Source: an optimization exercise on an open RTL-to-GDS flow (aim: small area and a short achievable clock period). Production flows keep margins and buffers that such runs may drop.
Function was checked by simulation only, so behaviour that the tests miss may differ from the original.
Power figures rest on the tool's default switching activity, not on a simulated workload.

== build 89 ==
==> flow/design.v (excerpt) <==
module sdfm_regmap
(
  input  logic                    SYSCLK,
  input  logic                    SYSRSTn,
  input  logic [16-1:0] addr,
  input  logic                    wr,
  input  logic                    rd,
  input  logic [32-1:0]  wdata,
  output logic [32-1:0]  rdata,    
  input  logic [63:0]             filt_data_out,
  input  logic [1:0]              filt_data_update,
  input  logic [63:0]             comp_data_out,
  input  logic [1:0]              comp_data_update,
  input  logic [1:0]              comp_data_low,
  input  logic [1:0]              comp_data_high,
  output logic                    reg_rsten,
  output logic                    reg_clken,
  output logic [15:0]             reg_filtdec,
  output logic [3:0]              reg_filtmode,
  output logic [7:0]              reg_filtdiv,
  output logic [1:0]              reg_filten,
  output logic [1:0]              reg_filtask,
  output logic [3:0]              reg_filtst,
  output logic [9:0]              reg_filtsh,
  output logic [15:0]             reg_compdec,
  output logic [3:0]              reg_compmode,
  output logic [7:0]              reg_compdiv,
  output logic [1:0]              reg_compen,
  output logic [1:0]              reg_compsen,
  output logic [3:0]              reg_compst,
  output logic [1:0]              reg_compilen,
  output logic [1:0]              reg_compihen,
  output logic [1:0]              reg_complclrflg,
  output logic [1:0]              reg_comphclrflg,
  output logic [63:0]             reg_compltrd,
  output logic [63:0]             reg_comphtrd,
  output logic                    irq
);
Size in the first run: ~350 flip-flops, about 440 I/O pins, roughly 13000 µm² of cells after synthesis.
clock: 8.0 ns
lec_check: 0
cap_margin: 20
core_margin: 2
core_utilization: 75
place_density: 0.85
setup_slack_margin: 3.3
slew_margin: 20
synth_hierarchical: 1
standard.sh (not shown) runs the stock make flow with config.mk's settings and CLKGATE_MAP_FILE= SYNTH_SCRIPT=/design/flow/synth_recipe.tcl, a recipe that flattens the netlist after the stock synthesis.
==> flow/flow/run.sh <==
#!/bin/bash
# standard layout with plain buf_1 port buffers and a lighter clock tree
set -euo pipefail
export BUFFER_PORTS_ARGS="-buffer_cell sky130_fd_sc_hd__buf_1"
export CTS_ARGS="-sink_clustering_enable -repair_clock_nets -dont_use_dummy_load -buf_list sky130_fd_sc_hd__clkbuf_8 -sink_clustering_size 16 -sink_clustering_max_diameter 50"
bash standard.sh > standard.log 2>&1
Build 89 never completed, since it errored out during global routing.
Setup changes, build 89 to build 19
# build 89
export LEC_CHECK = 0
export CAP_MARGIN = 20
export CORE_MARGIN = 2
export CORE_UTILIZATION = 75
export PLACE_DENSITY = 0.85
export SETUP_SLACK_MARGIN = 3.3
export SLEW_MARGIN = 20
export SYNTH_HIERARCHICAL = 1
create_clock -name core_clock -period 8.0 [get_ports {SYSCLK}]
# build 19
export LEC_CHECK = 0
export CAP_MARGIN = 30
export CORE_MARGIN = 2
export CORE_UTILIZATION = 40
export SETUP_SLACK_MARGIN = 3.1
export SLEW_MARGIN = 40
export SYNTH_HIERARCHICAL = 1
create_clock -name core_clock -period 8.0 [get_ports {SYSCLK}]
==> notes.md <==
- Build 19: done, clean on timing, DRC and antenna
- Build 19 vs build 89: clock buffer count from CTS up by more than a quarter
- Diff build 89 -> build 19 | vertical die dimension | increase of about 36%
- Going from build 89 to build 19, cell total after placement grew by more than 10%.
- Synthesized cell count came out exactly the same in build 89 and build 19.
- Between build 19 and build 89, it is build 19 whose starting density of the core is lower, by 36 points.
Input-level comparison between build 8 and build 19:
# build 19
export LEC_CHECK = 0
export CAP_MARGIN = 30
export CORE_MARGIN = 2
export CORE_UTILIZATION = 40
export SETUP_SLACK_MARGIN = 3.1
export SLEW_MARGIN = 40
export SYNTH_HIERARCHICAL = 1
create_clock -name core_clock -period 8.0 [get_ports {SYSCLK}]
# build 8
export LEC_CHECK = 0
export CAP_MARGIN = 20
export CORE_MARGIN = 2
export CORE_UTILIZATION = 65
export PLACE_DENSITY = 0.75
export SETUP_SLACK_MARGIN = 3.5
export SLEW_MARGIN = 20
export SYNTH_HIERARCHICAL = 1
create_clock -name core_clock -period 8.0 [get_ports {SYSCLK}]
Notes after the runs:
Build 8: done, clean on timing, DRC and antenna
Total power draw delta for build 8 relative to build 19: about 3% lower
Count of hold-fix buffers inserted at cts: build 19 vs build 8 identical
Worst-margin pin slew (higher): build 8
Measured against each other, build 8 and build 19 differ in total number of vias, the lower figure coming from build 19.

---

Another version of the RTL of sdfm_regmap (not shown whole).
Size in the first run: ~1100 cells after synthesis, ~440 I/O pins.
export LEC_CHECK = 0
export CAP_MARGIN = 10
export CORE_MARGIN = 2
export CORE_UTILIZATION = 60
export SETUP_SLACK_MARGIN = 3.0
export SLEW_MARGIN = 10
export SYNTH_HIERARCHICAL = 1
create_clock -name core_clock -period 8.0 [get_ports {SYSCLK}]
==> flow/flow/run.sh <==
#!/bin/bash
# standard layout with plain buf_1 port buffers and a lighter clock tree
set -euo pipefail
export BUFFER_PORTS_ARGS="-buffer_cell sky130_fd_sc_hd__buf_1"
export CTS_ARGS="-sink_clustering_enable -repair_clock_nets -dont_use_dummy_load -buf_list sky130_fd_sc_hd__clkbuf_8 -sink_clustering_size 16 -sink_clustering_max_diameter 50"
export RECOVER_POWER=100
bash standard.sh > standard.log 2>&1
The baseline completed and failed the layout checks on max-capacitance violations, max-slew violations.
Rerun with:
--- a/flow/flow/run.sh
+++ b/flow/flow/run.sh
@@ -4,4 +4,3 @@
 export BUFFER_PORTS_ARGS="-buffer_cell sky130_fd_sc_hd__buf_1"
 export CTS_ARGS="-sink_clustering_enable -repair_clock_nets -dont_use_dummy_load -buf_list sky130_fd_sc_hd__clkbuf_8 -sink_clustering_size 16 -sink_clustering_max_diameter 50"
-export RECOVER_POWER=100
 bash standard.sh > standard.log 2>&1
--- a/flow/config.mk
+++ b/flow/config.mk
@@ -6,8 +6,8 @@
 export NUM_CORES = 4
 export LEC_CHECK = 0
-export CAP_MARGIN = 10
+export CAP_MARGIN = 30
 export CORE_MARGIN = 2
-export CORE_UTILIZATION = 60
-export SETUP_SLACK_MARGIN = 3.0
-export SLEW_MARGIN = 10
+export CORE_UTILIZATION = 40
+export SETUP_SLACK_MARGIN = 3.4
+export SLEW_MARGIN = 40
 export SYNTH_HIERARCHICAL = 1
Effect: With this change the flow finished with timing, DRC and antenna clean. Final cell count rises by 12%. Via count falls by 0.35%. Fmax rises by 19%. Register-to-register slack improved by 0.10 ns. Routed wire length rises by 8.9%. Non-clock buffer count rises by 56.

---

Another version of the RTL of sdfm_regmap (not shown whole).
Size in the first run: roughly 1300 cells after synthesis, about 350 flip-flops, about 440 I/O pins, roughly 13000 µm² of cells after synthesis.
==> flow/config.mk <==
export PLATFORM = sky130hd
export DESIGN_NAME = sdfm_regmap
export DESIGN_NICKNAME = sdfm_regmap
export VERILOG_FILES = /design/flow/design.v
export SDC_FILE = /design/flow/constraint.sdc
export NUM_CORES = 4
export LEC_CHECK = 0
export CAP_MARGIN = 30
export CORE_MARGIN = 2
export CORE_UTILIZATION = 40
export SETUP_SLACK_MARGIN = 3.0
export SLEW_MARGIN = 40
export SYNTH_HIERARCHICAL = 1
==> flow/constraint.sdc <==
create_clock -name core_clock -period 8.0 [get_ports {SYSCLK}]
set_input_delay 1.6000 -clock core_clock [delete_from_list [all_inputs] [get_ports {SYSCLK}]]
set_output_delay 1.6000 -clock core_clock [all_outputs]
set_load 0.01 [all_outputs]
==> flow/flow/run.sh <==
#!/bin/bash
# standard layout with plain buf_1 port buffers and a lighter clock tree
set -euo pipefail
export BUFFER_PORTS_ARGS="-buffer_cell sky130_fd_sc_hd__buf_1"
export CTS_ARGS="-sink_clustering_enable -repair_clock_nets -dont_use_dummy_load -buf_list sky130_fd_sc_hd__clkbuf_8 -sink_clustering_size 16 -sink_clustering_max_diameter 50"
bash standard.sh > standard.log 2>&1
The first run ran to the end with no violations.
Edit:
--- a/flow/config.mk
+++ b/flow/config.mk
@@ -6,8 +6,8 @@
 export NUM_CORES = 4
 export LEC_CHECK = 0
-export CAP_MARGIN = 30
+export CAP_MARGIN = 20
 export CORE_MARGIN = 2
 export CORE_UTILIZATION = 40
-export SETUP_SLACK_MARGIN = 3.0
-export SLEW_MARGIN = 40
+export SETUP_SLACK_MARGIN = 3.3
+export SLEW_MARGIN = 20
 export SYNTH_HIERARCHICAL = 1
After rerunning:
- The changed run completed with no timing, DRC or antenna violations
- die area is unchanged
- flip-flop and latch count does not change
- via count is about the same
- critical path depth rose by 1
- register-to-register slack is worse by 0.08 ns
- global-route usage fell by 0.34 points
- utilization rose by 1.7 points

## what the ideal ports hide
In the flow no input, the clock included, has a driving cell. The finished layouts below were timed again as built, in two steps. Step 1: set_driving_cell puts a clkbuf_16 on SYSCLK and a buf_2 on each other input, an assumption about the parent block. Step 2 times the ports against the registers' clock, not the clock port: input delays grow and output delays shrink by t, the midpoint of the rising clock arrivals with the driver on. Slacks: ideal / step 1 / step 2; pairs: ideal / step 1.
run	t (ns)	slack for setup (ns)	hold slack, ns
build 19	0.617	3.163 / 3.090 / 3.090	0.472 / 0.472 / 0.472
build 8	0.643	3.371 / 3.235 / 3.235	0.478 / 0.478 / 0.478
the first run of note 2	0.591	2.024 / 2.000 / 1.607	0.474 / 0.474 / 0.474
the second run of note 2	0.597	2.962 / 2.921 / 2.620	0.473 / 0.473 / 0.473
the first run of note 3	0.590	3.028 / 2.939 / 2.930	0.472 / 0.472 / 0.472
the second run of note 3	0.609	3.277 / 3.229 / 3.229	0.470 / 0.470 / 0.470
For the first run of note 2, which loses most, drivers alone change the setup slack by -0.024 ns; drivers and shift together by -0.417 ns.
